Source: an optimization exercise on an open RTL-to-GDS flow (aim: small area, a short achievable clock period and few clock cycles). Production flows keep margins and buffers that such runs may drop. Function was checked by simulation only, so behaviour that the tests miss may differ from the original. No activity file was given, so power comes from the tool's default toggle rates.

==> flow/design.v <==
package pkt_loopback_pkg;
    typedef struct packed {
        logic                sop;
        logic                eop;
        logic [3-1:0] empty;
        logic [64-1:0]  data;
    } beat_t;
    typedef logic [$clog2(16 + 1)-1:0] beat_idx_t;
    typedef enum logic [1:0] {
        st_idle,
        st_load,
        st_send,
        st_done
    } tx_state_e;
endpackage
`timescale 1ns/1ns
module pkt_loopback_top (
    input  logic  rd_clk,
    input  logic  rd_rst_n,
    input  logic  link_up,
    input  logic  rx_valid,
    input  pkt_loopback_pkg::beat_t rx_beat,
    output logic  tx_valid,
    output pkt_loopback_pkg::beat_t tx_beat,
    input  logic  tx_ready
);
    localparam int N = 16;           
    localparam int W = 64 + 3 + 1;    
    logic [W-1:0] slot [N];
    logic [N-1:0] v;                 
    logic [N:0]   vacate;            
    logic [N-1:0] move;              
    logic [W-1:0] wr_word;
    logic         pop;
    logic         next_sop;          
    logic         out_sop;
    assign wr_word = {rx_beat.eop,
                      rx_beat.empty & {3{rx_beat.eop}},
                      rx_beat.data};
    logic [W-1:0] inc_word;
    assign inc_word = {slot[0][W-1:64], slot[0][64-1:0] + 64'(1)};
    assign pop = tx_valid && tx_ready;
    always_comb begin
        vacate[N] = pop;
        for (int i = N - 1; i >= 0; i--) begin
            vacate[i] = vacate[i+1] || !v[i];
        end
        move[0] = rx_valid;
        for (int i = 1; i < N; i++) begin
            move[i] = v[i-1] && vacate[i];
        end
    end
    always_ff @(posedge rd_clk) begin
        if (move[0]) begin
            slot[0] <= wr_word;
        end
        if (move[1]) begin
            slot[1] <= inc_word;
        end
        for (int i = 2; i < N - 1; i++) begin
            if (move[i]) begin
                slot[i] <= slot[i-1];
            end
        end
    end
    always_ff @(posedge rd_clk) begin
        slot[N-1] <= (slot[N-2] & {W{move[N-1]}}) | (slot[N-1] & {W{!move[N-1]}});
        out_sop   <= move[N-1] ? next_sop : out_sop;
    end
    always_ff @(posedge rd_clk or negedge rd_rst_n) begin
        if (!rd_rst_n) begin
            v        <= '0;
            tx_valid <= 1'b0;
            next_sop <= 1'b1;
        end else begin
            for (int i = 0; i < N; i++) begin
                v[i] <= move[i] || (v[i] && !vacate[i+1]);
            end
            if (move[N-1]) begin
                next_sop <= slot[N-2][W-1];
            end
            tx_valid <= (move[N-1] || (v[N-1] && !pop)) && link_up;
        end
    end
    assign tx_beat = {out_sop, slot[N-1]};
endmodule
==> flow/run.sh <==
#!/bin/bash
# synth_recipe.tcl (not shown) runs the flow's synth.tcl, then flattens the netlist and writes it again
# the make line also repeats each setting of config.mk as NAME=value (left out here)
make -C /OpenROAD-flow-scripts/flow DESIGN_CONFIG=/design/flow/config.mk WORK_HOME=/design/flow/orfs CLKGATE_MAP_FILE= SYNTH_SCRIPT=/design/flow/synth_recipe.tcl finish
==> flow/config.mk <==
export PLATFORM = sky130hd
export DESIGN_NAME = pkt_loopback_top
export DESIGN_NICKNAME = pkt_loopback_top
export VERILOG_FILES = /design/flow/design.v
export SDC_FILE = /design/flow/constraint.sdc
export NUM_CORES = 4
export LEC_CHECK = 0
export CAP_MARGIN = 20
export CORE_MARGIN = 2
export CORE_UTILIZATION = 65
export CTS_CLUSTER_DIAMETER = 70
export CTS_CLUSTER_SIZE = 24
export SETUP_SLACK_MARGIN = 2.9
export SLEW_MARGIN = 20
==> flow/constraint.sdc <==
create_clock -name core_clock -period 5.0 [get_ports {rd_clk}]
set_input_delay 1.0000 -clock core_clock [delete_from_list [all_inputs] [get_ports {rd_clk}]]
set_output_delay 1.0000 -clock core_clock [all_outputs]
set_load 0.01 [all_outputs]
==> flow_summary.ini, run 1 <==
[logic_synthesis]
async_reset_ff_share_pct = 1.63
syn_area_um2 = 34900
ys_seq_area_share_pct = 95.0
ys_top_cells_by_area = edfxtp_1 94%, dfrtp_1 1.2%, xnor2_1 0.80%
syn_area_per_cell_um2 = 25.3
ys_ff_latch = 1107
synth_cell_types = 41
syn-instance-count = 1378
synth.top_cell.area_share_pct = 93.7
yosys_warnings = 2
synthFlopType = edfxtp_1
synth_nets = 1453
synth-edff-count = 1089
yosys.area.top_type = edfxtp_1

[critical_path]
start_kind = flip-flop
cp.buffers_inverters = 1
path_max_fanout = 2
critPathMaxStageDelay_ps = 410
path_class = reg -> out
worst_setup_path_end_kind = output port
worstPathCellList = buf_2
critPathTopFamily = flip-flops
crit_slowest_cell = dfrtp_1
crit_required_ps = 4000
arrival_ps = 1160

[flow_run]
maxCapViolations = 0

[global_routing]
antenna_found_initial = 0
grt_start_max_net_pins = 71
grt_overflow = 0
grt_usage_pct = 12.5
grt_pass1_wl_mm = 55.8
grt_pass1_vias = 11086

[floorplan]
fp.dieW_um = 236
dieArea_um2 = 55600
die_y_um = 236
initial_core_util_pct = 66.0
core_um2 = 52900
boundaryPins = 144
rows = 84

[sta]
setup_viol = 0
drv_slew = 0
rsz0062_at_grt = yes
hold_viol = 0
relSlewSlack_pct = 39.3
worstMarginPinSlew_ps = 908
period_share_pct = 43.2
finalCriticalPeriod_ps = 2160
skew_ps = 14.2
fmax_mhz = 463
setup_tns_ps = 0

[detailed_routing]
first_pass_iters = 4
routed_wl_mm = 35.2
dr.first_iter.drc_count = 514
routedWlPerCell_um = 14.8
met3_length_mm = 1.67
met2_length_mm = 18.1
vias = 11680
met1_length_mm = 14.4
highest_layer = met4
vias_per_cell = 4.92
drc = 0
ant_nets = 0

[layout]
drive_gt1_share_pct = 16.4
nets = 1734
areaGrowthSynthToFinish_pct = 14.2
stdcell_area_um2 = 39900
antenna_cells = 0
fillers = 2855

[power]
leakage_nw = 13.2
total_power_mw = 16.3
peakVddDrop_mv = 0.323
power.density_nw_per_um2 = 409

[clock_network]
cts.sinks = 1107
path_clk_slew_ps = 90
ctsLongestPathBuffers = 3
cts_max_level = 2
cts_hold_buf = 0
cts-root-buf = clkbuf_16
numCtsBuffers = 53
cts_tree = yes
clk_latency_ps = 600

[placed_design]
place.gp.congestion = 0.757
dp_hpwl_mm = 19.3
port_buffers = 142
place_area_um2 = 37400

[run_status]
status = no timing/DRC/antenna violations

[worst_hold_path]
hold_path.class = reg -> reg
[layout make-up]
type	instances	area [um^2]	area share (%)
multi-input cells	258	2000	5.02
repair buffers	228	2300	5.78
inverters	11	41.3	0.104
well taps	688	861	2.16
clock inverters	10	85.1	0.213
clock buffers	72	1410	3.53
flip-flops and latches	1107	33200	83.2
[per-layer routing]
layer / GRT usage [%] / vias up
met5: 0 / -
met3: 3.28 / 74
met1: 16.4 / 5388
li1: - / 5999
met2: 20.5 / 219
met4: 4.88 / 0
[synth_stat cells, drive strengths merged (7+ instances only)]
cell and n:
nand4 25, nor2 18, or2 8, dfrtp 17, nand2 34, and4 7, xnor2 32, xor2 30
edfxtp 1089, inv 11, nor3 21, nand3 27, nor4 10, and2 13
[final timing paths]
check / start / to / slack (ps) / depth (start not counted)
min in group asynchronous: rd_rst_n / v[2] / 900 / 1
setup / recovery: tx_valid / tx_valid / 2840 / 1
hold reg to reg: slot[1][15] / slot[2][15] / 410 / 0
setup reg to reg: v[15] / slot[9][51] / 2900 / 7
max in group asynchronous: rd_rst_n / v[11] / 3480 / 1
hold / removal: slot[1][15] / slot[2][15] / 410 / 0
[where the power goes]
| part | switching, mW | internal [mW] | total [mW] | leakage (nW) |
|---|---|---|---|---|
| combinational | 0.385 | 0.360 | 0.746 | 2.03 |
| sequential | 0.170 | 10.9 | 11.1 | 10.4 |
| clock | 2.41 | 2.03 | 4.45 | 0.726 |
| total | 2.97 | 13.3 | 16.3 | 13.2 |
[worst reg2reg max path, stage by stage (launching register included)]
cell,delay [ps]
dfrtp_1,370
a21boi_4,160
buf_4,150
buf_12,120
and2_1,180
and3_1,220
nor2b_4,130
buf_8,360
[metrics by stage]
stage / std cells / setup WS [ps] / utilization (%) / hold WS [ps]
finish: 2374 / 2840 / 75.4 / 409
CTS: 2334 / 2780 / 74.1 / 416
detailed placement: 2224 / 1490 / 70.8 / 405
global placement: 2224 / 1560 / 70.8 / 404
global route: 2374 / 2760 / 75.4 / 421
floorplan: 1378 / 2000 / - / 400
[placed cells by master, fill, tap and decap left out, types with 5 or more instances in the layout]
cell             count
nand4_1             23
buf_12              13
xor2_1              30
nand3_1             23
clkbuf_16           64
dfrtp_1             15
nor3_2               5
inv_1               11
and2_1               8
buf_4               39
buf_8                5
clkbuf_1            18
buf_6               11
nand2_1             32
or2_2                6
and4_1               6
nor3_1              15
buf_2               71
nor2_1              15
xnor2_1             32
edfxtp_1          1089
nor4_4               6
clkdlybuf4s50_1     70
buf_16               8
nor2b_4              6
and3_1               5
[cell families (layout without fill, tap and decap cells)]
| family | after synthesis | count (layout) | synth area share [%] |
|---|---|---|---|
| muxes | 1 | 1 | 0.0322 |
| buffers and inverters | 15 | 321 | 0.201 |
| xor gates and xnor gates | 62 | 62 | 1.56 |
| AOI/OAI and AO/OA | 11 | 11 | 0.226 |
| adders and majority gates | 1 | 1 | 0.0358 |
| and+or+nand+nor | 181 | 183 | 3.00 |
| DFF | 1107 | 1107 | 95.0 |
[sequential cells by signal, summed over array words and instances (netlist names), named ones only]
signal,flops
next_sop,1
tx_valid,1
slot,1020
v,16
out_sop,1
[repair_timing]
action	4_1_cts	5_1_grt
gates cloned	10	16
hold endpoints to repair	0	0
setup buffers	18	24
resized for setup	333	37
pin swaps	9	15
setup endpoints to repair	1082	487
Testbench counts, summed over its fixed seeds: cycles 4,916.
==> inputs of run 2 (changes only) <==
==> flow/flow/run.sh (new file) <==
#!/bin/bash
# The standard layout, except that the port buffers are buf_2 cells rather
# than the delay buffer that buffer_ports picks by default. Every port still
# gets its own buffer. The make output goes to standard_flow.log here; ORFS
# keeps each step's log under orfs/logs.
set -euo pipefail
bash standard.sh BUFFER_PORTS_ARGS="-buffer_cell sky130_fd_sc_hd__buf_2" finish > standard_flow.log 2>&1
==> flow/standard.sh (new file) <==
#!/bin/bash
# synth_recipe.tcl (not shown) runs the flow's synth.tcl, then flattens the netlist and writes it again
# the make line also repeats each setting of config.mk as NAME=value (left out here)
make -C /OpenROAD-flow-scripts/flow DESIGN_CONFIG=/design/flow/config.mk WORK_HOME=/design/flow/orfs CLKGATE_MAP_FILE= SYNTH_SCRIPT=/design/flow/synth_recipe.tcl "${@:-finish}"
removed: flow/run.sh
==> run 2 against run 1 <==
Against the previous run: power shrank 2.3%; count of clock-buffer cells in the layout up 1; worst hold slack got worse by 67 ps; first-iteration DRC count fell by 20%; sequential power is essentially flat; critical endpoint unchanged; largest cell class unchanged.
==> flow_summary.ini, run 2 <==
[sta]
hold_viol = 0
period_share_pct = 43.5
setup_viol = 0
holdWs_ps = 342
skew_ps = 18.5
rsz0062_at_grt = yes
fmax_mhz = 460
fin_ws_ps = 2820
setup_tns_ps = 0
finalCriticalPeriod_ps = 2180
worstMarginPinSlew_ps = 846
relSlewSlack_pct = 43.4
drv_slew = 0

[power]
power.density_nw_per_um2 = 411
seqPwrFrac_pct = 69.6
p_int_mw = 13.1
net-switching-power_mw = 2.83
clockPowerShare_pct = 27.5
peakVddDrop_mv = 0.312
combPwrFrac_pct = 2.9
netSwitchingFraction_pct = 17.8
total_power_mw = 15.9
leakage_nw = 12.8

[critical_path]
start_kind = flip-flop
path_class = reg -> out
arrival_ps = 1180
worstPathCellList = buf_2
worst_setup_path_end_kind = output port
critPathMaxStageDelay_ps = 410
crit_required_ps = 4000
path_max_fanout = 2
critPathTopFamily = flip-flops
crit_slowest_cell = dfrtp_1
cp.buffers_inverters = 1

[clock_network]
numCtsBuffers = 52
cts-root-buf = clkbuf_16
cts.sinks = 1107
ctsLongestPathBuffers = 3
cts_max_level = 2
path_clk_slew_ps = 90
cts_tree = yes
clk_latency_ps = 610

[layout]
fin_cells = 2337
largest_register = slot
postLayoutCoreUtil_pct = 73.2
fillers = 2950
largestRegisters = slot: 1020 flops, v: 16 flops
largest_register_ffs = 1020
antenna_cells = 0
nets = 1698
areaGrowthSynthToFinish_pct = 10.9
final_cell_mix = 1089 x edfxtp_1, 142 x buf_2, 55 x clkbuf_16
layout_commonest_cell = edfxtp_1
stdcell_area_um2 = 38700
drive_gt1_share_pct = 18.5

[run_status]
status = no timing/DRC/antenna violations

[global_routing]
grt_overflow = 0
grt_start_max_net_pins = 69
grt_usage_pct = 11.1
grt_pass1_vias = 10398
antenna_found_initial = 0
grt_pass1_wl_mm = 50.2

[detailed_routing]
vias = 11015
vias_per_cell = 4.71
ant_nets = 0
routedWlPerCell_um = 12.8
first_pass_iters = 4
routed_wl_mm = 29.8
dr.first_iter.drc_count = 411
drc = 0

[logic_synthesis]
yosys_warnings = 2
ys_seq_area_share_pct = 95.0
async_reset_ff_share_pct = 1.63
synth_cell_types = 41
yosys.area.top_type = edfxtp_1
synth_nets = 1453
synthFlopType = edfxtp_1
synth_common_cells = 1089 x edfxtp_1, 33 x nand2_1, 32 x xnor2_1, 30 x xor2_1, 27 x nand3_1
synth-edff-count = 1089
syn_area_um2 = 34900
syn_area_per_cell_um2 = 25.3
ys_top_cells_by_area = edfxtp_1 94%, dfrtp_1 1.2%, xnor2_1 0.80%
syn-instance-count = 1378
ys_ff_latch = 1107
yosys.cell_count.top_type = edfxtp_1
synth.top_cell.area_share_pct = 93.7

[floorplan]
die_y_um = 236
dieArea_um2 = 55600
rows = 84
fp.dieW_um = 236
boundaryPins = 144
initial_core_util_pct = 66.0
core_um2 = 52900

[placed_design]
place_area_um2 = 36700
dp_hpwl_mm = 18.1
placed_cells = 2221
pre_cts_slack_ps = 1850
place.gp.congestion = 0.847
port_buffers = 142

[flow_run]
maxCapViolations = 0

[worst_hold_path]
hold_path.class = in -> async
run 2: cell counts after synthesis:
No cell type changed its count.
run 2: timing repair:
item / in CTS / in global routing
gates cloned: 3 / 3
hold buffers: 0 / 0
buffers inserted: 5 / 24
endpoints found under the setup margin: 742 / 807
pin swaps: 3 / 7
resized for setup: 22 / 27
run 2: final cells by class:
cell class | count | area [um^2] | area share, %
tap | 688 | 861 | 2.22
sequential | 1107 | 33200 | 85.7
clock inverter | 7 | 70.1 | 0.181
multi-input combinational | 259 | 1930 | 4.98
timing repair buffer | 192 | 1250 | 3.23
clock buffer | 73 | 1400 | 3.62
inverter | 11 | 41.3 | 0.107
run 2: kinds of logic after synthesis:
family          share of synthesized area [%]
compound gates                          0.226
xor+xnor                                 1.56
fa+ha+maj                              0.0358
buf+inv                                 0.201
flops                                    95.0
mux                                    0.0322
simple gates                             3.00
run 2: path summary, 6_finish.rpt:
check / from / endpoint / slack (ps) / depth (start not counted)
worst min register to register: slot[5][45] / slot[6][45] / 410 / 0
worst max-delay path: tx_valid / tx_valid / 2820 / 1
worst max register to register: tx_valid / slot[1][63] / 2950 / 7
worst min-delay path: rd_rst_n / v[14] / 340 / 1
max in group asynchronous: rd_rst_n / next_sop / 4310 / 1
min in group core_clock: slot[5][45] / slot[6][45] / 410 / 0
run 2: metal layers:
metal	GRT usage, %	wire length (um)	up-vias	part of all wire (%)
li1	-	-	5933	-
met1	15.0	12800	4791	43
met2	17.7	14300	213	48
met3	3.08	1530	78	5.1
met4	4.61	1140	0	3.8
met5	0	0	-	0
run 2: power groups by stage:
| stage | Clock (mW) | Sequential, mW | Combinational [mW] |
|---|---|---|---|
| 6_report | 4.37 | 11.1 | 0.461 |
| 5_1_grt | 4.88 | 11.1 | 0.519 |
| 4_1_cts | 4.56 | 11.1 | 0.417 |
| 3_5_place_dp | 0 | 11.3 | 0.393 |
| 3_3_place_gp | 0 | 11.3 | 0.379 |
| 2_1_floorplan | 0 | 11.3 | 0.252 |
==> inputs of run 3 (changes only) <==
--- a/flow/design.v
+++ b/flow/design.v
@@ -26,5 +26,8 @@
 );
-    localparam int N = 16;           
-    localparam int W = 64 + 3 + 1;    
+    localparam int N  = 16;          
+    localparam int W  = 64 + 3 + 1;   
+    localparam int P  = 4;           
+    localparam int PW = 64 / P;
     logic [W-1:0] slot [N];
+    logic [P-1:1] carry;             
     logic [N-1:0] v;                 
@@ -32,3 +35,2 @@
     logic [N-1:0] move;              
-    logic [W-1:0] wr_word;
     logic         pop;
@@ -36,7 +38,2 @@
     logic         out_sop;
-    assign wr_word = {rx_beat.eop,
-                      rx_beat.empty & {3{rx_beat.eop}},
-                      rx_beat.data};
-    logic [W-1:0] inc_word;
-    assign inc_word = {slot[0][W-1:64], slot[0][64-1:0] + 64'(1)};
     assign pop = tx_valid && tx_ready;
@@ -52,10 +49,32 @@
     end
+    logic [W-1:0] step [P];
+    logic [P-1:0] cout;
+    always_comb begin
+        for (int i = 0; i < P; i++) begin
+            logic         cin;
+            logic [PW-1:0] part;
+            cin     = (i == 0) ? 1'b1 : carry[i == 0 ? 1 : i];
+            part    = slot[i][i*PW +: PW];
+            step[i] = slot[i];
+            step[i][i*PW +: PW] = part + PW'(cin);
+            cout[i] = cin && (&part);
+        end
+    end
     always_ff @(posedge rd_clk) begin
         if (move[0]) begin
-            slot[0] <= wr_word;
+            slot[0] <= {rx_beat.eop,
+                        rx_beat.empty & {3{rx_beat.eop}},
+                        rx_beat.data};
         end
-        if (move[1]) begin
-            slot[1] <= inc_word;
+        for (int i = 1; i <= P; i++) begin
+            if (move[i]) begin
+                slot[i] <= step[i-1];
+            end
         end
-        for (int i = 2; i < N - 1; i++) begin
+        for (int i = 1; i < P; i++) begin
+            if (move[i]) begin
+                carry[i] <= cout[i-1];
+            end
+        end
+        for (int i = P + 1; i < N - 1; i++) begin
             if (move[i]) begin
@@ -66,4 +85,4 @@
     always_ff @(posedge rd_clk) begin
-        slot[N-1] <= (slot[N-2] & {W{move[N-1]}}) | (slot[N-1] & {W{!move[N-1]}});
-        out_sop   <= move[N-1] ? next_sop : out_sop;
+        slot[N-1] <= slot[N-1] ^ ({W{move[N-1]}} & (slot[N-2] ^ slot[N-1]));
+        out_sop   <= out_sop ^ (move[N-1] & (next_sop ^ out_sop));
     end
==> flow/run.sh (new file) <==
#!/bin/bash
# synth_recipe.tcl (not shown) runs the flow's synth.tcl, then flattens the netlist and writes it again
# the make line also repeats each setting of config.mk as NAME=value (left out here)
make -C /OpenROAD-flow-scripts/flow DESIGN_CONFIG=/design/flow/config.mk WORK_HOME=/design/flow/orfs CLKGATE_MAP_FILE= SYNTH_SCRIPT=/design/flow/synth_recipe.tcl finish
removed: flow/flow/run.sh
removed: flow/standard.sh
==> run 3 against run 2 <==
Against the previous run: critical path depth is the same; sequential share of layout area shrank 0.23 points; area after synthesis shrank 0.48%; non-clock buffer count shrank 11; worst hold slack gained 68 ps.
==> flow_summary.ini, run 3 <==
[logic_synthesis]
async_reset_ff_share_pct = 1.62
synth_nets = 1419
syn-instance-count = 1338
syn_area_per_cell_um2 = 26.0
ys_seq_area_share_pct = 95.7
synth_cell_types = 38
ys_top_cells_by_area = edfxtp_1 94%, dfrtp_1 1.2%, xnor2_1 0.93%
syn_area_um2 = 34700
synthFlopType = edfxtp_1
synth_common_cells = 1092 x edfxtp_1, 37 x xnor2_1, 28 x nand3_1, 25 x nand2_1, 19 x xor2_1
yosys.area.top_type = edfxtp_1
ys_ff_latch = 1110
yosys.cell_count.top_type = edfxtp_1
synth.top_cell.area_share_pct = 94.4
synth-edff-count = 1092
yosys_warnings = 3

[sta]
finalCriticalPeriod_ps = 2150
setup_viol = 0
skew_ps = 13.8
drv_slew = 0
setup_tns_ps = 0
fmax_mhz = 464
period_share_pct = 43.1
relSlewSlack_pct = 39.7
hold_viol = 0
rsz0062_at_grt = yes
worstMarginPinSlew_ps = 901

[placed_design]
port_buffers = 142
place.gp.congestion = 0.698
placed_cells = 2184
dp_hpwl_mm = 18.7

[detailed_routing]
ant_nets = 0
routedWlPerCell_um = 14.7
first_pass_iters = 4
dr.first_iter.drc_count = 520
drc = 0
vias_per_cell = 4.90
routed_wl_mm = 33.6
vias = 11186

[critical_path]
rr_startpoint = tx_valid
worstPathCellList = buf_2
r2r.worst_path.cells = 9
cp.buffers_inverters = 1
worst_setup_path_end_kind = output port
path_depth = 1
start_kind = flip-flop
critPathTopFamily = flip-flops
arrival_ps = 1150
critPathMaxStageDelay_ps = 400
path_class = reg -> out
r2r_end = slot[1][29]
crit_slowest_cell = edfxtp_1
path_max_fanout = 1
crit_required_ps = 4000
r2r_slack_ps = 2930

[clock_network]
cts.sinks = 1110
cts-root-buf = clkbuf_16
ctsLongestPathBuffers = 3
path_clk_slew_ps = 100
cts_tree = yes
numCtsBuffers = 52
clk_latency_ps = 600
cts_hold_buf = 0
cts_max_level = 2

[layout]
largest_register_ffs = 1020
final_cell_mix = 1092 x edfxtp_1, 71 x buf_2, 70 x clkdlybuf4s50_1
areaGrowthSynthToFinish_pct = 12.0
largest_register = slot
fin_cells = 2283
largestRegisters = slot: 1020 flops, v: 16 flops, carry: 3 flops
drive_gt1_share_pct = 13.0
fillers = 2921
layout_commonest_cell = edfxtp_1
antenna_cells = 0
nets = 1654

[flow_run]
maxCapViolations = 0

[global_routing]
grt_start_max_net_pins = 71
grt_pass1_wl_mm = 56.4
antenna_found_initial = 0
grt_overflow = 0
grt_pass1_vias = 11044
grt_usage_pct = 12.6

[floorplan]
dieArea_um2 = 55300
fp.dieW_um = 235
initial_core_util_pct = 66.0
die_y_um = 235
boundaryPins = 144
core_um2 = 52700
rows = 84

[worst_hold_path]
hold_path.class = reg -> reg
min_from = slot[10][42]
min_delay_path_depth = 0
whs_endpoint = slot[11][42]

[run_status]
status = no timing/DRC/antenna violations

[power]
leakage_nw = 12.8
power.density_nw_per_um2 = 412
peakVddDrop_mv = 0.300
run 3: area by class of cell:
type,count,area (um^2),area share (%)
clock buffers,71,1400,3.61
inverters,11,41.3,0.106
clock inverters,5,50.0,0.129
multi-input cells,217,1670,4.29
well taps,688,861,2.21
repair buffers,181,1650,4.23
flip-flops and latches,1110,33200,85.4
run 3: timing repair:
action	CTS	global route
endpoints found under the setup margin	1099	507
pin swaps	7	2
cloned	5	4
setup buffers	12	2
gates resized for setup	323	17
run 3: where the power goes:
group          internal, mW  switching (mW)
clock                  2.01            2.43
combinational         0.202           0.323
sequential             10.9           0.167
run 3: through the flow:
stage                     power, mW  area (um^2)  utilization, %  setup slack [ps]  hold slack (ps)
final                          16.0        38900            73.9              2850              409
after global routing           16.7        38900            73.9              2770              415
after CTS                      16.2        38800            73.7              2790              414
after detailed placement       11.8        37300            70.9              1480              405
after global placement         11.7        37300            70.9              1620              403
after floorplan                11.5        34900               -              2030              400
run 3: worst max path at each step:
stage                        end       from
floorplan             slot[7][0]   tx_ready
finish                tx_beat[1]  flip-flop
global route          tx_beat[7]  flip-flop
global placement    slot[10][54]   tx_ready
detailed placement  slot[10][57]   tx_ready
CTS                   tx_beat[7]  flip-flop
run 3: cells by family after synthesis:
kind of cell               count (synthesis)  share of synthesized area [%]
AOI/OAI and AO/OA                         17                          0.385
xor gates and xnor gates                  56                           1.41
adders and majority gates                  7                          0.252
buffers and inverters                     13                          0.155
DFF                                     1110                           95.7
muxes                                      1                         0.0324
and+or+nand+nor                          134                           2.09
run 3: routing by layer:
| metal | wire, um | vias to the layer above | track usage, % |
|---|---|---|---|
| met1 | 14600 | 5185 | 17.5 |
| met5 | 0 | - | 0 |
| met4 | 730 | 0 | 3.57 |
| met3 | 1630 | 60 | 3.18 |
| met2 | 16600 | 188 | 20.3 |
| li1 | - | 5753 | - |
Testbench counts of run 3, summed over its fixed seeds: cycles 4,916.
==> inputs of run 4 (changes only) <==
--- a/flow/config.mk
+++ b/flow/config.mk
@@ -9,3 +9,3 @@
 export CORE_MARGIN = 2
-export CORE_UTILIZATION = 65
+export CORE_UTILIZATION = 75
 export CTS_CLUSTER_DIAMETER = 70
==> run 4 against run 3 <==
Against the previous run: the flow now stops in 4_1_cts; area after synthesis is the same; synthesized cell count is the same.
==> flow_summary.ini, run 4 <==
[run_status]
status = aborted with a tool error
flow.stopped_at = 4_1_cts
stop_error = [ERROR DPL-0033] detailed placement checks failed during check placement.

[logic_synthesis]
ys_ff_latch = 1110
async_reset_ff_share_pct = 1.62
synth-edff-count = 1092
synth_cell_types = 38
synth_nets = 1419
syn_area_per_cell_um2 = 26.0
ys_seq_area_share_pct = 95.7
yosys_warnings = 3
synth.top_cell.area_share_pct = 94.4
yosys.area.top_type = edfxtp_1
synthFlopType = edfxtp_1
synth_common_cells = 1092 x edfxtp_1, 37 x xnor2_1, 28 x nand3_1, 25 x nand2_1, 19 x xor2_1
yosys.cell_count.top_type = edfxtp_1
syn-instance-count = 1338
ys_top_cells_by_area = edfxtp_1 94%, dfrtp_1 1.2%, xnor2_1 0.93%
syn_area_um2 = 34700

[clock_network]
cts-root-buf = clkbuf_16
cts.sinks = 1110
numCtsBuffers = 52
cts_hold_buf = 0
ctsLongestPathBuffers = 3
postCtsSetupBuffers = 15
cts_max_level = 2
ctsResizeCount = 330

[floorplan]
initial_core_util_pct = 76.2
fp.dieW_um = 219
rows = 78
boundaryPins = 144
die_y_um = 219

[placed_design]
dp_hpwl_mm = 23.9
port_buffers = 142
place_area_um2 = 37200
place.gp.congestion = 0.709
run 4: cell counts after synthesis:
No cell type changed its count.
run 4: worst min-delay path by stage:
stage	cells after the start	slack, ps	start	to
2_1_floorplan	0	400	slot[14][0]	flip-flop
3_3_place_gp	0	400	slot[2][54]	slot[3][54]
3_5_place_dp	0	400	slot[14][12]	flip-flop
run 4: logic make-up after synthesis:
kind of cell | synth area share, %
AND/OR/NAND/NOR | 2.09
buffers and inverters | 0.155
AO/OA/AOI/OAI | 0.385
multiplexers | 0.0324
XOR/XNOR | 1.41
flip-flops | 95.7
adder cells (fa/ha/maj) | 0.252
run 4: power groups by stage:
stage               combinational [mW]  sequential [mW]  clock, mW
floorplan                        0.259             11.3          0
global placement                 0.438             11.3          0
detailed placement               0.470             11.3          0
run 4: stage by stage:
stage	worst slack [ps]	hold WS, ps	std cells
after floorplan	2030	400	1338
after global placement	1400	402	2096
after detailed placement	1280	405	2096
==> inputs of run 5 (changes only) <==
==> flow/flow/run.sh (new file) <==
#!/bin/bash
# The standard layout, except that the port buffers are buf_2 cells rather
# than the delay buffer that buffer_ports picks by default, and timing repair
# may resize cells across footprints. Every port still gets its own buffer.
# The make output goes to standard_flow.log here; ORFS keeps each step's log
# under orfs/logs.
set -euo pipefail
bash standard.sh BUFFER_PORTS_ARGS="-buffer_cell sky130_fd_sc_hd__buf_2" MATCH_CELL_FOOTPRINT=0 finish > standard_flow.log 2>&1
==> flow/standard.sh (new file) <==
#!/bin/bash
# synth_recipe.tcl (not shown) runs the flow's synth.tcl, then flattens the netlist and writes it again
# the make line also repeats each setting of config.mk as NAME=value (left out here)
make -C /OpenROAD-flow-scripts/flow DESIGN_CONFIG=/design/flow/config.mk WORK_HOME=/design/flow/orfs CLKGATE_MAP_FILE= SYNTH_SCRIPT=/design/flow/synth_recipe.tcl "${@:-finish}"
--- a/flow/config.mk
+++ b/flow/config.mk
@@ -9,3 +9,3 @@
 export CORE_MARGIN = 2
-export CORE_UTILIZATION = 75
+export CORE_UTILIZATION = 65
 export CTS_CLUSTER_DIAMETER = 70
removed: flow/run.sh
==> run 5 against run 4 <==
Against the previous run: now clean on timing, DRC and antenna; synthesized cell count stayed put; area after synthesis stayed put.
==> flow_summary.ini, run 5 <==
[run_status]
status = no timing/DRC/antenna violations

[logic_synthesis]
syn-instance-count = 1338
synth_cell_types = 38
async_reset_ff_share_pct = 1.62
yosys.area.top_type = edfxtp_1
ys_ff_latch = 1110
syn_area_per_cell_um2 = 26.0
synth.top_cell.area_share_pct = 94.4
syn_area_um2 = 34700
yosys_warnings = 3
synthFlopType = edfxtp_1
ys_seq_area_share_pct = 95.7
synth_nets = 1419
ys_top_cells_by_area = edfxtp_1 94%, dfrtp_1 1.2%, xnor2_1 0.93%
synth-edff-count = 1092
yosys.cell_count.top_type = edfxtp_1
synth_common_cells = 1092 x edfxtp_1, 37 x xnor2_1, 28 x nand3_1, 25 x nand2_1, 19 x xor2_1

[detailed_routing]
vias = 11044
routedWlPerCell_um = 14.4
first_pass_iters = 4
vias_per_cell = 4.84
dr.first_iter.drc_count = 486
ant_nets = 0
routed_wl_mm = 32.8
drc = 0

[critical_path]
arrival_ps = 1200
critPathTopFamily = flip-flops
path_max_fanout = 1
rr_startpoint = v[14]
worst_setup_path_end_kind = output port
crit_required_ps = 4000
start_kind = flip-flop
worstPathCellList = buf_2
crit_slowest_cell = edfxtp_1
critPathMaxStageDelay_ps = 440
path_class = reg -> out
cp.buffers_inverters = 1

[sta]
fmax_mhz = 454
relSlewSlack_pct = 44.7
worstMarginPinSlew_ps = 829
finalCriticalPeriod_ps = 2200
setup_tns_ps = 0
rsz0062_at_grt = yes
hold_viol = 0
drv_slew = 0
skew_ps = 20.2
setup_viol = 0
period_share_pct = 44.1

[layout]
layout_commonest_cell = edfxtp_1
nets = 1655
areaGrowthSynthToFinish_pct = 10.9
postLayoutCoreUtil_pct = 73.2
final_cell_mix = 1092 x edfxtp_1, 142 x buf_2, 57 x clkbuf_16
drive_gt1_share_pct = 17.5
largest_register_ffs = 1020
largestRegisters = slot: 1020 flops, v: 16 flops, carry: 3 flops
antenna_cells = 0
fillers = 2918
largest_register = slot

[global_routing]
grt_pass1_wl_mm = 54.1
antenna_found_initial = 0
grt_start_max_net_pins = 70
use_met2_pct = 19.1
grt_busiest_layer = met2
grt_usage_pct = 12.1
grt_pass1_vias = 10831
grt_use_met3_pct = 3.01
grtUsageMet1_pct = 17.0
grt_overflow = 0

[placed_design]
dp_hpwl_mm = 18.7
port_buffers = 142
place.gp.congestion = 0.688

[clock_network]
path_clk_slew_ps = 90
cts.sinks = 1110
ctsLongestPathBuffers = 3
cts-root-buf = clkbuf_16
clk_latency_ps = 600
cts_max_level = 2
numCtsBuffers = 52
cts_tree = yes

[floorplan]
boundaryPins = 144
die_y_um = 235
initial_core_util_pct = 66.0
core_um2 = 52700
fp.dieW_um = 235
dieArea_um2 = 55300
rows = 84

[power]
leakage_nw = 12.7
peakVddDrop_mv = 0.290
power.density_nw_per_um2 = 415

[worst_hold_path]
hold_path.class = in -> async

[flow_run]
maxCapViolations = 0
-- run 5: cell counts after synthesis --
No cell type changed its count.
-- run 5: final cells by class --
class | instances | area (um^2) | area share (%)
inverter | 11 | 41.3 | 0.107
sequential | 1110 | 33200 | 86.3
tap | 688 | 861 | 2.23
clock buffer | 74 | 1430 | 3.70
timing repair buffer | 178 | 1200 | 3.11
multi-input combinational | 221 | 1710 | 4.45
clock inverter | 2 | 38.8 | 0.101
-- run 5: metrics by stage --
step                      total power [mW]  instances  hold WS, ps  area, um^2  setup slack, ps
final                                 16.0       2284          337       38500             2800
after CTS                             16.2       2269          296       38200             2720
after detailed placement              11.7       2184          405       36600             1730
after global routing                  16.6       2284          328       38500             2710
after global placement                11.7       2184          403       36600             1880
after floorplan                       11.5       1338          400       34900             2030
-- run 5: path summary, 6_finish.rpt --
kind / endpoint / slack [ps] / cells after the start
max: tx_beat[35] / 2800 / 1
min: v[1] / 340 / 1
max reg2reg: slot[8][35] / 2910 / 6
min reg2reg: slot[8][26] / 400 / 0
max in group asynchronous: next_sop / 4300 / 1
min in group core_clock: slot[8][26] / 400 / 0
-- run 5: what timing repair did --
action	CTS	global route
setup endpoints to repair	932	757
pin swaps	2	2
gates cloned	4	11
gates resized for setup	28	27
hold buffers	0	0
buffers inserted	5	4
-- run 5: cell families (layout without fill, tap and decap cells) --
group           Yosys count  count (layout)  synth area share (%)
mux                       1               1                0.0324
simple gates            134             140                  2.09
buf+inv                  13             265                 0.155
fa+ha+maj                 7               7                 0.252
flops                  1110            1110                  95.7
xor+xnor                 56              56                  1.41
compound gates           17              17                 0.385
-- run 5: report_power, final --
group / switching (mW) / leakage (nW) / internal [mW]
logic: 0.320 / 1.60 / 0.166
registers: 0.168 / 10.4 / 10.9
clock network: 2.41 / 0.709 / 2.03
total: 2.90 / 12.7 / 13.1
-- run 5: metal layers --
| layer | wire length, um | vias up |
|---|---|---|
| li1 | - | 5765 |
| met1 | 14200 | 5040 |
| met2 | 16300 | 176 |
| met3 | 1530 | 63 |
| met4 | 760 | 0 |
| met5 | 0 | - |
==> inputs of run 6 (changes only) <==
--- a/flow/design.v
+++ b/flow/design.v
@@ -84,5 +84,7 @@
     end
+    logic keep_top;
+    assign keep_top = v[N-1] && !pop;
     always_ff @(posedge rd_clk) begin
-        slot[N-1] <= slot[N-1] ^ ({W{move[N-1]}} & (slot[N-2] ^ slot[N-1]));
-        out_sop   <= out_sop ^ (move[N-1] & (next_sop ^ out_sop));
+        slot[N-1] <= (slot[N-2] & {W{move[N-1]}}) | (slot[N-1] & {W{keep_top}});
+        out_sop   <= (next_sop & move[N-1]) | (out_sop & keep_top);
     end
==> flow/flow/run.sh (replaced) <==
#!/bin/bash
# The standard layout, except that the port buffers are buf_2 cells rather
# than the delay buffer that buffer_ports picks by default. Every port still
# gets its own buffer. The make output goes to standard_flow.log here; ORFS
# keeps each step's log under orfs/logs.
set -euo pipefail
bash standard.sh BUFFER_PORTS_ARGS="-buffer_cell sky130_fd_sc_hd__buf_2" finish > standard_flow.log 2>&1
==> run 6 against run 5 <==
Against the previous run: sequential cell count did not move; power is 4.6% higher; clock power grew 3%; via count increased by 12%; combinational power grew 67%; worst setup slack improved by 66 ps.
==> flow_summary.ini, run 6 <==
[worst_hold_path]
hold_path.class = in -> async

[layout]
final_cell_mix = 1023 x edfxtp_1, 163 x nand2_1, 74 x buf_6
nets = 1878
largestRegisters = slot: 1088 flops, v: 16 flops, carry: 3 flops
postLayoutCoreUtil_pct = 73.6
layout_commonest_cell = edfxtp_1
largest_register_ffs = 1088
drive_gt1_share_pct = 19.7
areaGrowthSynthToFinish_pct = 12.4
largest_register = slot
stdcell_area_um2 = 39400
antenna_cells = 0

[logic_synthesis]
yosys_warnings = 3
async_reset_ff_share_pct = 1.62
syn_area_per_cell_um2 = 22.3
yosys.area.top_type = edfxtp_1
synth_nets = 1653
synth.top_cell.area_share_pct = 87.7
syn-instance-count = 1572
yosys.cell_count.top_type = edfxtp_1
ys_top_cells_by_area = edfxtp_1 88%, dfxtp_1 3.9%, nand2_1 1.7%
synth-edff-count = 1023
ys_ff_latch = 1110
syn_area_um2 = 35000
synth_common_cells = 1023 x edfxtp_1, 163 x nand2_1, 71 x o21ai_0, 69 x dfxtp_1, 36 x xnor2_1
synthFlopType = edfxtp_1
synth_cell_types = 36
ys_seq_area_share_pct = 92.9

[clock_network]
cts_hold_buf = 0
cts_max_level = 2
ctsLongestPathBuffers = 3
numCtsBuffers = 53
cts-root-buf = clkbuf_16
path_clk_slew_ps = 100
clk_latency_ps = 620
cts_tree = yes
cts.sinks = 1110

[critical_path]
crit_slowest_cell = dfrtp_1
arrival_ps = 1140
worst_setup_path_end_kind = output port
rr_startpoint = tx_valid
path_max_fanout = 2
worstPathCellList = buf_2
r2r_end = slot[3][56]
r2r.worst_path.cells = 9
start_kind = flip-flop
path_class = reg -> out
critPathMaxStageDelay_ps = 390
critPathTopFamily = flip-flops
cp.buffers_inverters = 1
crit_required_ps = 4000
r2r_slack_ps = 2880

[detailed_routing]
drc = 0
routed_wl_mm = 36.3
ant_nets = 0
routedWlPerCell_um = 14.4
dr.first_iter.drc_count = 545
vias_per_cell = 4.89
first_pass_iters = 4
vias = 12365

[sta]
hold_viol = 0
finalCriticalPeriod_ps = 2140
setup_viol = 0
period_share_pct = 42.8
worstMarginPinSlew_ps = 774
setup_tns_ps = 0
relSlewSlack_pct = 48.4
rsz0062_at_grt = yes
skew_ps = 20.1
fmax_mhz = 468
drv_slew = 0

[global_routing]
grt_usage_pct = 13.2
grt_overflow = 0
grt_pass1_wl_mm = 60.0
antenna_found_initial = 0
grt_start_max_net_pins = 97
grt_pass1_vias = 11914

[power]
total_power_mw = 16.7
peakVddDrop_mv = 0.392
leakage_nw = 13.4
power.density_nw_per_um2 = 425

[floorplan]
core_um2 = 53500
die_y_um = 236
dieArea_um2 = 55800
fp.dieW_um = 236
rows = 85
boundaryPins = 144
initial_core_util_pct = 65.5

[run_status]
status = no timing/DRC/antenna violations

[flow_run]
maxCapViolations = 0

[placed_design]
port_buffers = 142
place_area_um2 = 36800
place.gp.congestion = 0.716
dp_hpwl_mm = 20.4
==> run 6: changes by cell type in the layout (fill, tap and decap cells not counted), moves of 4 or more <==
| cell | before | now |
|---|---|---|
| clkbuf_1 | 19 | 27 |
| buf_2 | 142 | 73 |
| and2_2 | 0 | 4 |
| o21ai_0 | 0 | 71 |
| nand2_1 | 24 | 163 |
| buf_6 | 10 | 74 |
| edfxtp_1 | 1092 | 1023 |
| buf_4 | 13 | 24 |
| dfxtp_2 | 0 | 69 |
| nor2_1 | 15 | 19 |
==> run 6: metrics by stage <==
stage | hold slack (ps) | cells | setup slack, ps
global placement | 404 | 2402 | 1730
CTS | 296 | 2503 | 2830
finish | 327 | 2527 | 2860
detailed placement | 405 | 2402 | 1610
floorplan | 400 | 1572 | 1870
global route | 329 | 2527 | 2800
==> run 6: layout make-up <==
type | instances | area (um^2)
sequential | 1110 | 32600
fill | 3006 | 14100
multi-input combinational | 432 | 2520
timing repair buffer | 190 | 1770
clock buffer | 83 | 1480
tap | 696 | 871
clock inverter | 6 | 45.0
inverter | 10 | 37.5
==> run 6: worst max-delay path by stage <==
stage | slack, ps | cells past startpoint | startpoint | endpoint
final | 2860 | 1 | tx_valid | tx_valid
after global routing | 2800 | 9 | tx_valid | slot[3][44]
after CTS | 2830 | 1 | tx_valid | tx_valid
after detailed placement | 1610 | 7 | tx_ready | slot[7][43]
after global placement | 1730 | 7 | tx_ready | slot[2][43]
after floorplan | 1870 | 5 | tx_ready | carry[3]
==> run 6: power by group <==
group | total, mW | internal (mW) | switching [mW]
Clock | 4.58 | 2.06 | 2.52
Combinational | 0.815 | 0.355 | 0.460
Sequential | 11.3 | 11.1 | 0.265
==> run 6: kinds of logic after synthesis <==
family,synth area share (%)
flops,92.9
buf+inv,0.436
simple gates,3.66
fa+ha+maj,0.250
compound gates,1.31
xor+xnor,1.40
==> run 6: repair_timing <==
item	CTS	global route
endpoints found under the setup margin	827	689
pin swaps	5	5
resized for setup	163	29
gates cloned	5	8
buffers inserted	7	16
==> run 6: routing by layer <==
layer	GRT usage (%)	up-vias	routed length, um
li1	-	6417	-
met2	20.5	189	17400
met4	4.27	0	984
met1	19.4	5688	16500
met3	2.84	71	1380
met5	0	-	0
Testbench counts of run 6, summed over its fixed seeds: cycles 4,916.
==> inputs of run 7 (changes only) <==
--- a/flow/config.mk
+++ b/flow/config.mk
@@ -12,3 +12,3 @@
 export CTS_CLUSTER_SIZE = 24
-export SETUP_SLACK_MARGIN = 2.9
+export SETUP_SLACK_MARGIN = 3.05
 export SLEW_MARGIN = 20
==> run 7 against run 6 <==
Against the previous run: via count up 3.1%; area after synthesis unchanged; synthesized cell count did not move; die area unchanged; count of clock-buffer cells in the layout unchanged; design area rose by 2.6%; cell count up 2.2%; routed wire length rose by 8.9%; power rose by 0.87%; non-clock buffer count is 55 higher.
==> flow_summary.ini, run 7 <==
[run_status]
status = no timing/DRC/antenna violations

[floorplan]
die_y_um = 236
core_um2 = 53500
rows = 85
initial_core_util_pct = 65.5
boundaryPins = 144
fp.dieW_um = 236
dieArea_um2 = 55800

[power]
leakage_nw = 13.9
power.density_nw_per_um2 = 418
peakVddDrop_mv = 0.392

[sta]
rsz0062_at_grt = yes
skew_ps = 14.6
hold_viol = 0
setup_tns_ps = 0
setup_viol = 0
holdWs_ps = 338
period_share_pct = 43.4
fin_ws_ps = 2830
worstMarginPinSlew_ps = 706
relSlewSlack_pct = 52.9
drv_slew = 0
fmax_mhz = 461
finalCriticalPeriod_ps = 2170

[logic_synthesis]
syn_area_um2 = 35000
ys_seq_area_share_pct = 92.9
syn_area_per_cell_um2 = 22.3
ys_top_cells_by_area = edfxtp_1 88%, dfxtp_1 3.9%, nand2_1 1.7%
yosys.area.top_type = edfxtp_1
synth_cell_types = 36
synth_nets = 1653
yosys.cell_count.top_type = edfxtp_1
synth.top_cell.area_share_pct = 87.7
synth-edff-count = 1023
synthFlopType = edfxtp_1
ys_ff_latch = 1110
syn-instance-count = 1572
async_reset_ff_share_pct = 1.62
synth_common_cells = 1023 x edfxtp_1, 163 x nand2_1, 71 x o21ai_0, 69 x dfxtp_1, 36 x xnor2_1
yosys_warnings = 3

[clock_network]
cts_max_level = 2
cts.sinks = 1110
cts_tree = yes
clk_latency_ps = 610
path_clk_slew_ps = 90
ctsLongestPathBuffers = 3
cts_hold_buf = 0
numCtsBuffers = 53
cts-root-buf = clkbuf_16

[layout]
layout_commonest_cell = edfxtp_1
nets = 1933
largest_register = slot
antenna_cells = 0
fin_cells = 2582
areaGrowthSynthToFinish_pct = 15.3
postLayoutCoreUtil_pct = 75.5
drive_gt1_share_pct = 22.3
final_cell_mix = 1023 x edfxtp_1, 162 x nand2_1, 96 x buf_6
largest_register_ffs = 1088
largestRegisters = slot: 1088 flops, v: 16 flops, carry: 3 flops

[critical_path]
path_class = reg -> reg
start_kind = flip-flop
crit_required_ps = 5380
arrival_ps = 2550
path_max_fanout = 6
worst_setup_path_end_kind = flip-flop

[placed_design]
port_buffers = 142
dp_hpwl_mm = 20.4
placed_cells = 2402
pre_cts_slack_ps = 1610
place.gp.congestion = 0.716

[detailed_routing]
dr.first_iter.drc_count = 560
first_pass_iters = 4
vias_per_cell = 4.94
routedWlPerCell_um = 15.3
routed_wl_mm = 39.5
drc = 0
ant_nets = 0
vias = 12751

[global_routing]
grt_start_max_net_pins = 97
antenna_found_initial = 0
grt_pass1_wl_mm = 61.4
grt_pass1_vias = 12145
grt_overflow = 0
grt_usage_pct = 13.6

[worst_hold_path]
hold_path.class = in -> async

[flow_run]
maxCapViolations = 0
## run 7: cell counts after synthesis
No cell type changed its count.
## run 7: cell type report
| class | count | area [um^2] |
|---|---|---|
| Tap cell | 696 | 871 |
| Inverter | 10 | 37.5 |
| Timing Repair Buffer | 245 | 2760 |
| Clock inverter | 6 | 45.0 |
| Multi-Input combinational cell | 432 | 2550 |
| Clock buffer | 83 | 1480 |
| Fill cell | 2882 | 13100 |
| Sequential cell | 1110 | 32600 |
## run 7: final timing paths
kind                          endpoint  depth (start not counted)   startpoint  slack [ps]
max                        slot[7][62]                         11     tx_valid        2830
min                           tx_valid                          1     rd_rst_n         340
max reg2reg                slot[7][62]                         11     tx_valid        2830
min reg2reg                slot[8][45]                          0  slot[7][45]         420
max in group asynchronous        v[14]                          1     rd_rst_n        4300
min in group core_clock    slot[8][45]                          0  slot[7][45]         420
## run 7: logic make-up (layout without fill, tap and decap cells)
logic type / count (synthesis) / in the layout / share of synthesized area (%)
DFF: 1110 / 1110 / 92.9
buffers and inverters: 36 / 344 / 0.436
xor gates and xnor gates: 56 / 56 / 1.40
AOI/OAI and AO/OA: 84 / 86 / 1.31
and+or+nand+nor: 279 / 283 / 3.66
adders and majority gates: 7 / 7 / 0.250
## run 7: per-layer routing
metal	part of all wire [%]	wire length [um]	up-vias	global-route usage (%)
met5	0	0	-	0
met4	3.0	1190	0	4.30
met3	3.9	1520	76	2.82
met2	50	19900	202	21.5
met1	43	16900	5943	19.6
li1	-	-	6530	-
## run 7: where the power goes
group / internal, mW / total [mW] / switching (mW)
sequential: 11.1 / 11.3 / 0.266
clock: 2.06 / 4.58 / 2.52
combinational: 0.459 / 0.959 / 0.499
## run 7: through the flow
step                      power [mW]  area (um^2)
final                           16.9        40400
after global routing            17.5        40400
after CTS                       16.9        39400
after detailed placement        12.2        36800
after global placement          12.1        36800
after floorplan                 11.9        35200
## run 7: repair_timing
action	CTS	global route
setup buffers	22	21
pin swaps	6	2
endpoints found under the hold margin	0	0
endpoints found under the setup margin	1061	783
cloned	11	37
resized for setup	190	41
## run 7: worst max-delay path: stages, from the launching register on
cell	delay [ps]
dfrtp_1	400
buf_4	150
a21boi_4	160
buf_12	140
and4_4	240
buf_6	110
and3_4	200
nor2b_4	50
buf_12	140
buf_4	130
buf_6	110
buf_16	120
==> inputs of run 8 (changes only) <==
--- a/flow/design.v
+++ b/flow/design.v
@@ -39,2 +39,6 @@
     assign pop = tx_valid && tx_ready;
+    logic [N-1:1] room;              
+    logic [N-1:0] v_nxt;
+    logic [N-1:1] room_nxt;
+    logic [N:1]   full_nxt;          
     always_comb begin
@@ -46,3 +50,13 @@
         for (int i = 1; i < N; i++) begin
-            move[i] = v[i-1] && vacate[i];
+            move[i] = room[i] || (v[i-1] && pop);
+        end
+        for (int i = 0; i < N; i++) begin
+            v_nxt[i] = move[i] || (v[i] && !vacate[i+1]);
+        end
+        full_nxt[N] = 1'b1;
+        for (int i = N - 1; i >= 1; i--) begin
+            full_nxt[i] = full_nxt[i+1] && v_nxt[i];
+        end
+        for (int i = 1; i < N; i++) begin
+            room_nxt[i] = v_nxt[i-1] && !full_nxt[i];
         end
@@ -93,2 +107,3 @@
             v        <= '0;
+            room     <= '0;
             tx_valid <= 1'b0;
@@ -96,5 +111,4 @@
         end else begin
-            for (int i = 0; i < N; i++) begin
-                v[i] <= move[i] || (v[i] && !vacate[i+1]);
-            end
+            v        <= v_nxt;
+            room     <= room_nxt;
             if (move[N-1]) begin
@@ -102,3 +116,3 @@
             end
-            tx_valid <= (move[N-1] || (v[N-1] && !pop)) && link_up;
+            tx_valid <= v_nxt[N-1] && link_up;
         end
--- a/flow/config.mk
+++ b/flow/config.mk
@@ -12,3 +12,3 @@
 export CTS_CLUSTER_SIZE = 24
-export SETUP_SLACK_MARGIN = 3.05
+export SETUP_SLACK_MARGIN = 2.9
 export SLEW_MARGIN = 20
==> run 8 against run 7 <==
Against the previous run: synthesized cell count fell by 5.2%; critical endpoint is now tx_valid; worst setup slack got worse by 49 ps; fmax fell by 2.2%; area after synthesis rose by 1.0%; sequential power rose by about 50%; clock power rose by 1%; critical path depth fell by 10; global-route usage fell by 0.21 points; via count fell by 2.3%; register-to-register slack improved by 140 ps; die area rose by 1.0%; clock skew barely moved.
==> flow_summary.ini, run 8 <==
[critical_path]
crit_required_ps = 4000
path_class = reg -> out
path_max_fanout = 6
cp.buffers_inverters = 1
worstPathCellList = buf_6
worst_setup_path_end_kind = output port
critPathTopFamily = flip-flops
arrival_ps = 1220
start_kind = flip-flop
critPathMaxStageDelay_ps = 470
crit_slowest_cell = dfrtp_2

[power]
combPwrFrac_pct = 13.3
peakVddDrop_mv = 0.431
seqPwrFrac_pct = 68.0
clockPowerShare_pct = 18.7
power.density_nw_per_um2 = 623
net-switching-power_mw = 5.68
netSwitchingFraction_pct = 22.8
total_power_mw = 24.9
p_int_mw = 19.2
leakage_nw = 14.1

[placed_design]
dp_hpwl_mm = 21.0
port_buffers = 142
place.gp.congestion = 0.737
pre_cts_slack_ps = 1760
place_area_um2 = 37100
placed_cells = 2327

[sta]
fin_ws_ps = 2780
relSlewSlack_pct = 43.8
skew_ps = 14.5
setup_tns_ps = 0
hold_viol = 0
period_share_pct = 44.4
fmax_mhz = 451
rsz0062_at_grt = yes
finalCriticalPeriod_ps = 2220
drv_slew = 0
worstMarginPinSlew_ps = 843
holdWs_ps = 417
setup_viol = 0

[floorplan]
initial_core_util_pct = 65.8
die_y_um = 237
fp.dieW_um = 237
rows = 85
dieArea_um2 = 56300
boundaryPins = 144
core_um2 = 53800

[logic_synthesis]
synth-edff-count = 1023
synth_cell_types = 52
synthSimpleGateAreaFrac_pct = 2.14
synth_fa_ha_area_share_pct = 0.248
async_reset_ff_share_pct = 2.93
synth_nets = 1571
ys_top_cells_by_area = edfxtp_1 87%, dfxtp_1 3.9%, dfrtp_1 2.3%
yosys_warnings = 3
ys_ff_latch = 1125
synth_top_family_by_area = compound AO/OA/AOI/OAI gates
ys_seq_area_share_pct = 93.1
syn_area_um2 = 35400
synth-xor-area-share_pct = 1.39
synthFlopType = edfxtp_1
muxShareOfSynthArea_pct = 0.0318
synth_common_cells = 1023 x edfxtp_1, 69 x a22o_1, 69 x dfxtp_1, 36 x xnor2_1
synth.top_cell.area_share_pct = 86.8
yosys.cell_count.top_type = edfxtp_1
yosys.area.top_type = edfxtp_1
synth_compound_area_share_pct = 2.64
syn_area_per_cell_um2 = 23.7
syn-instance-count = 1490

[clock_network]
cts-root-buf = clkbuf_16
cts_hold_buf = 0
path_clk_slew_ps = 90
ctsLongestPathBuffers = 3
cts.sinks = 1125
clk_latency_ps = 620
numCtsBuffers = 53
cts_max_level = 2
cts_tree = yes

[global_routing]
grt_usage_pct = 13.4
grt_pass1_wl_mm = 60.3
grt_start_max_net_pins = 73
grt_overflow = 0
antenna_found_initial = 0
grt_pass1_vias = 12034

[layout]
drive_gt1_share_pct = 22.4
postLayoutCoreUtil_pct = 74.1
nets = 1845
areaGrowthSynthToFinish_pct = 12.8
stdcell_area_um2 = 39900
largest_register_ffs = 1088
largestRegisters = slot: 1088 flops, v: 16 flops, room: 15 flops
antenna_cells = 0
layout_commonest_cell = edfxtp_1
largest_register = slot
final_cell_mix = 1023 x edfxtp_1, 81 x buf_4, 77 x buf_6
fin_cells = 2497

[flow_run]
maxCapViolations = 0

[run_status]
status = no timing/DRC/antenna violations

[detailed_routing]
routedWlPerCell_um = 14.5
routed_wl_mm = 36.3
vias_per_cell = 4.99
vias = 12461
drc = 0
ant_nets = 0
first_pass_iters = 4
dr.first_iter.drc_count = 418

[worst_hold_path]
hold_path.class = reg -> reg
run 8: cell count changes after synthesis, sizes merged, moves of 10 or more:
| cell | change |
|---|---|
| a21oi | +10 |
| nand2 | -131 |
| o21ai | -67 |
| a22o | +69 |
| dfrtp | +15 |
| inv | +11 |
run 8: cell type report:
| type | count | area (um^2) |
|---|---|---|
| Sequential cell | 1125 | 33000 |
| Fill cell | 2958 | 13900 |
| Multi-Input combinational cell | 326 | 2410 |
| Timing Repair Buffer | 234 | 1890 |
| Clock buffer | 86 | 1520 |
| Tap cell | 696 | 871 |
| Inverter | 21 | 101 |
| Clock inverter | 6 | 61.3 |
| Timing Repair inverter | 3 | 22.5 |
run 8: worst paths after layout:
path                                   start      endpoint  slack (ps)  cells after the start
max in group asynchronous           rd_rst_n      tx_valid        4000                      1
min in group asynchronous           rd_rst_n          v[1]         450                      1
worst max-delay path                tx_valid      tx_valid        2780                      1
worst max register to register      tx_valid       room[1]        2970                      6
worst min-delay path            slot[13][25]  slot[14][25]         420                      0
worst min register to register  slot[13][25]  slot[14][25]         420                      0
run 8: power groups by stage:
stage | clock network, mW | logic [mW] | registers [mW]
2_1_floorplan | 0 | 1.80 | 16.8
3_3_place_gp | 0 | 2.49 | 16.9
3_5_place_dp | 0 | 2.61 | 17.1
4_1_cts | 4.81 | 3.15 | 16.9
5_1_grt | 5.10 | 3.61 | 17.4
6_report | 4.64 | 3.32 | 16.9
run 8: routing by layer:
layer  global-route usage, %  part of all wire [%]
met3                    2.52                   4.3
met2                    22.1                    49
met4                    5.58                   3.3
met1                    17.9                    43
met5                       0                     0
run 8: kinds of logic after synthesis:
family                     Yosys count
DFF                               1125
and+or+nand+nor                    145
AOI/OAI and AO/OA                  115
xor gates and xnor gates            56
buffers and inverters               41
adders and majority gates            7
muxes                                1
run 8: repair_timing:
item | in CTS | in global routing
buffers inserted | 49 | 24
gates resized for setup | 154 | 15
cloned | 5 | 0
pin swaps | 3 | 1
endpoints found under the setup margin | 807 | 463
Testbench counts of run 8, summed over its fixed seeds: cycles 4,916.
==> inputs of run 9 (changes only) <==
--- a/flow/config.mk
+++ b/flow/config.mk
@@ -12,3 +12,3 @@
 export CTS_CLUSTER_SIZE = 24
-export SETUP_SLACK_MARGIN = 2.9
+export SETUP_SLACK_MARGIN = 3.1
 export SLEW_MARGIN = 20
==> run 9 against run 8 <==
Against the previous run: still clean on timing, DRC and antenna; power up 3.0%; clock skew about the same; critical path depth unchanged; global-route usage up 0.40 points; die area unchanged; critical path type unchanged; critical endpoint unchanged.
==> flow_summary.ini, run 9 <==
[run_status]
status = no timing/DRC/antenna violations

[critical_path]
path_max_fanout = 2
worstPathCellList = buf_6
arrival_ps = 1140
crit_slowest_cell = dfrtp_2
rr_startpoint = tx_valid
worst_setup_path_end_kind = output port
r2r_slack_ps = 2900
path_depth = 1
cp.buffers_inverters = 1
crit_required_ps = 4000
critPathTopFamily = flip-flops
crit_end = tx_valid
crit_start = tx_valid
r2r_end = room[1]
r2r.worst_path.cells = 8
critPathMaxStageDelay_ps = 430
start_kind = flip-flop
path_class = reg -> out

[detailed_routing]
first_pass_iters = 4
routedWlPerCell_um = 15.3
routed_wl_mm = 39.7
drc = 0
dr.first_iter.drc_count = 503
ant_nets = 0
vias_per_cell = 4.97
vias = 12846

[sta]
skew_ps = 14.3
setup_tns_ps = 0
rsz0062_at_grt = yes
worstMarginPinSlew_ps = 778
hold_viol = 0
relSlewSlack_pct = 48.1
drv_slew = 0
fmax_mhz = 467
period_share_pct = 42.9
setup_viol = 0
finalCriticalPeriod_ps = 2140

[layout]
nets = 1940
postLayoutCoreUtil_pct = 76.6
layout_commonest_cell = edfxtp_1
areaGrowthSynthToFinish_pct = 16.6
largestRegisters = slot: 1088 flops, v: 16 flops, room: 15 flops
largest_register_ffs = 1088
fin_cells = 2587
largest_register = slot
antenna_cells = 0
drive_gt1_share_pct = 27.2
final_cell_mix = 1023 x edfxtp_1, 117 x buf_4, 91 x buf_6

[floorplan]
initial_core_util_pct = 65.8
die_y_um = 237
boundaryPins = 144
fp.dieW_um = 237
core_um2 = 53800
rows = 85
dieArea_um2 = 56300

[global_routing]
grt_overflow = 0
grt_pass1_vias = 12210
grt_pass1_wl_mm = 61.9
grt_start_max_net_pins = 71
antenna_found_initial = 0
grt_usage_pct = 13.8

[logic_synthesis]
synth_cell_types = 52
ys_seq_area_share_pct = 93.1
yosys.cell_count.top_type = edfxtp_1
async_reset_ff_share_pct = 2.93
synthSimpleGateAreaFrac_pct = 2.14
synth_compound_area_share_pct = 2.64
ys_ff_latch = 1125
synth_common_cells = 1023 x edfxtp_1, 69 x a22o_1, 69 x dfxtp_1, 36 x xnor2_1
synth-xor-area-share_pct = 1.39
syn_area_um2 = 35400
synthFlopType = edfxtp_1
synth_nets = 1571
ys_top_cells_by_area = edfxtp_1 87%, dfxtp_1 3.9%, dfrtp_1 2.3%
yosys_warnings = 3
synth-edff-count = 1023
synth_fa_ha_area_share_pct = 0.248
syn-instance-count = 1490
synth.top_cell.area_share_pct = 86.8
syn_area_per_cell_um2 = 23.7
synth_top_family_by_area = compound AO/OA/AOI/OAI gates
yosys.area.top_type = edfxtp_1
muxShareOfSynthArea_pct = 0.0318

[placed_design]
port_buffers = 142
placed_cells = 2329
place.gp.congestion = 0.699
dp_hpwl_mm = 20.4

[power]
p_int_mw = 19.7
net-switching-power_mw = 5.98
seqPwrFrac_pct = 66.0
power.density_nw_per_um2 = 621
netSwitchingFraction_pct = 23.3
combPwrFrac_pct = 16.6
clockPowerShare_pct = 17.4
leakage_nw = 14.7
peakVddDrop_mv = 0.362

[clock_network]
clk_latency_ps = 600
numCtsBuffers = 53
cts_tree = yes
cts.sinks = 1125
cts_max_level = 2
path_clk_slew_ps = 90
ctsLongestPathBuffers = 3
cts-root-buf = clkbuf_16

[flow_run]
maxCapViolations = 0

[worst_hold_path]
min_delay_path_depth = 0
hold_path.class = reg -> reg
run 9: cell count changes in the layout (fill, tap and decap cells not counted), moves of 4 or more:
cell,change
buf_12,+17
a21o_4,+4
a31oi_4,+4
buf_4,+36
clkbuf_16,+8
buf_6,+14
clkbuf_8,-4
buf_8,+4
clkinvlp_4,+8
run 9: layout make-up:
type | count | area, um^2
Multi-Input combinational cell | 332 | 2670
Timing Repair Buffer | 315 | 3020
Timing Repair inverter | 11 | 82.6
Tap cell | 696 | 871
Inverter | 21 | 101
Fill cell | 2812 | 12600
Clock inverter | 7 | 38.8
Sequential cell | 1125 | 33000
Clock buffer | 80 | 1440
run 9: cell families (layout without fill, tap and decap cells):
| group | count (synthesis) | in the layout |
|---|---|---|
| AO/OA/AOI/OAI | 115 | 121 |
| buffers and inverters | 41 | 434 |
| flip-flops | 1125 | 1125 |
| adder cells (fa/ha/maj) | 7 | 7 |
| XOR/XNOR | 56 | 56 |
| AND/OR/NAND/NOR | 145 | 147 |
| multiplexers | 1 | 1 |
run 9: power groups by stage:
stage,registers [mW],logic (mW),clock network (mW)
after global placement,16.9,2.49,0
final,16.9,4.25,4.47
after global routing,17.4,4.56,4.92
after detailed placement,17.0,2.60,0
after floorplan,16.8,1.81,0
after CTS,16.9,3.53,4.62
run 9: how the worst min path moves through the flow:
stage	end	from
detailed placement	slot[10][10]	slot[9][10]
global placement	slot[2][65]	slot[1][65]
CTS	slot[8][6]	slot[7][6]
finish	slot[10][60]	slot[9][60]
global route	slot[13][17]	slot[12][17]
floorplan	slot[10][0]	slot[9][0]
run 9: per-layer routing:
layer / part of all wire (%) / vias to the layer above / wire length, um / track usage, %
met3: 3.8 / 62 / 1500 / 2.95
li1: - / 6581 / - / -
met2: 51 / 217 / 20300 / 23.0
met4: 2.9 / 0 / 1150 / 4.19
met1: 42 / 5986 / 16700 / 18.7
met5: 0 / - / 0 / 0
run 9: per-stage QoR:
step	instance area [um^2]	worst slack [ps]	total power, mW	hold slack (ps)
CTS	40100	2810	25.0	416
finish	41200	2860	25.6	416
global route	41200	2800	26.9	426
floorplan	35500	1720	18.6	400
detailed placement	37100	1720	19.6	405
global placement	37100	1790	19.4	403
run 9: timing repair:
item,CTS,global route
buffers inserted,85,54
hold buffers,0,0
setup endpoints to repair,935,885
resized for setup,198,77
pin swaps,12,18
gates cloned,13,19

==> static timing again, ports no longer ideal <==
In the flow no input, the clock included, has a driving cell. The finished layouts below were timed again as built, in two steps.
Step 1 assumes that a clkbuf_16 drives the clock port and a buf_2 every other input.
Step 2 moves the port delays by t, midway between the first and last clock arrival at a register: inputs arrive t later, outputs are due t later. That takes back most of the time a late clock gives input paths.
Slacks: no drivers / after step 1 / after step 2; pairs: no drivers / after step 1.
run | t, ns | setup slack, ns | hold WS [ns] | worst setup path at the end | latest minus earliest clock arrival (ns)
run 1 | 0.646 | 2.840 / 2.786 / 2.240 | 0.409 / 0.409 / 0.409 | input to register | 0.018 / 0.018
run 2 | 0.653 | 2.824 / 2.770 / 2.266 | 0.342 / 0.307 / 0.409 | input to register | 0.022 / 0.022
run 3 | 0.652 | 2.846 / 2.785 / 2.318 | 0.409 / 0.409 / 0.409 | input to register | 0.018 / 0.018
run 5 | 0.647 | 2.795 / 2.738 / 2.349 | 0.337 / 0.301 / 0.405 | input to register | 0.022 / 0.022
run 6 | 0.660 | 2.862 / 2.808 / 2.261 | 0.327 / 0.299 / 0.415 | input to register | 0.020 / 0.020
run 7 | 0.658 | 2.831 / 2.802 / 2.228 | 0.338 / 0.308 / 0.415 | input to register | 0.015 / 0.016
run 8 | 0.665 | 2.782 / 2.727 / 2.239 | 0.417 / 0.416 / 0.417 | input to register | 0.017 / 0.018
run 9 | 0.647 | 2.857 / 2.801 / 2.388 | 0.416 / 0.416 / 0.416 | input to register | 0.017 / 0.017
After both steps setup and hold are still met in every run listed. For run 7, which loses most, drivers alone change the setup slack by -0.029 ns; drivers and shift together by -0.603 ns.
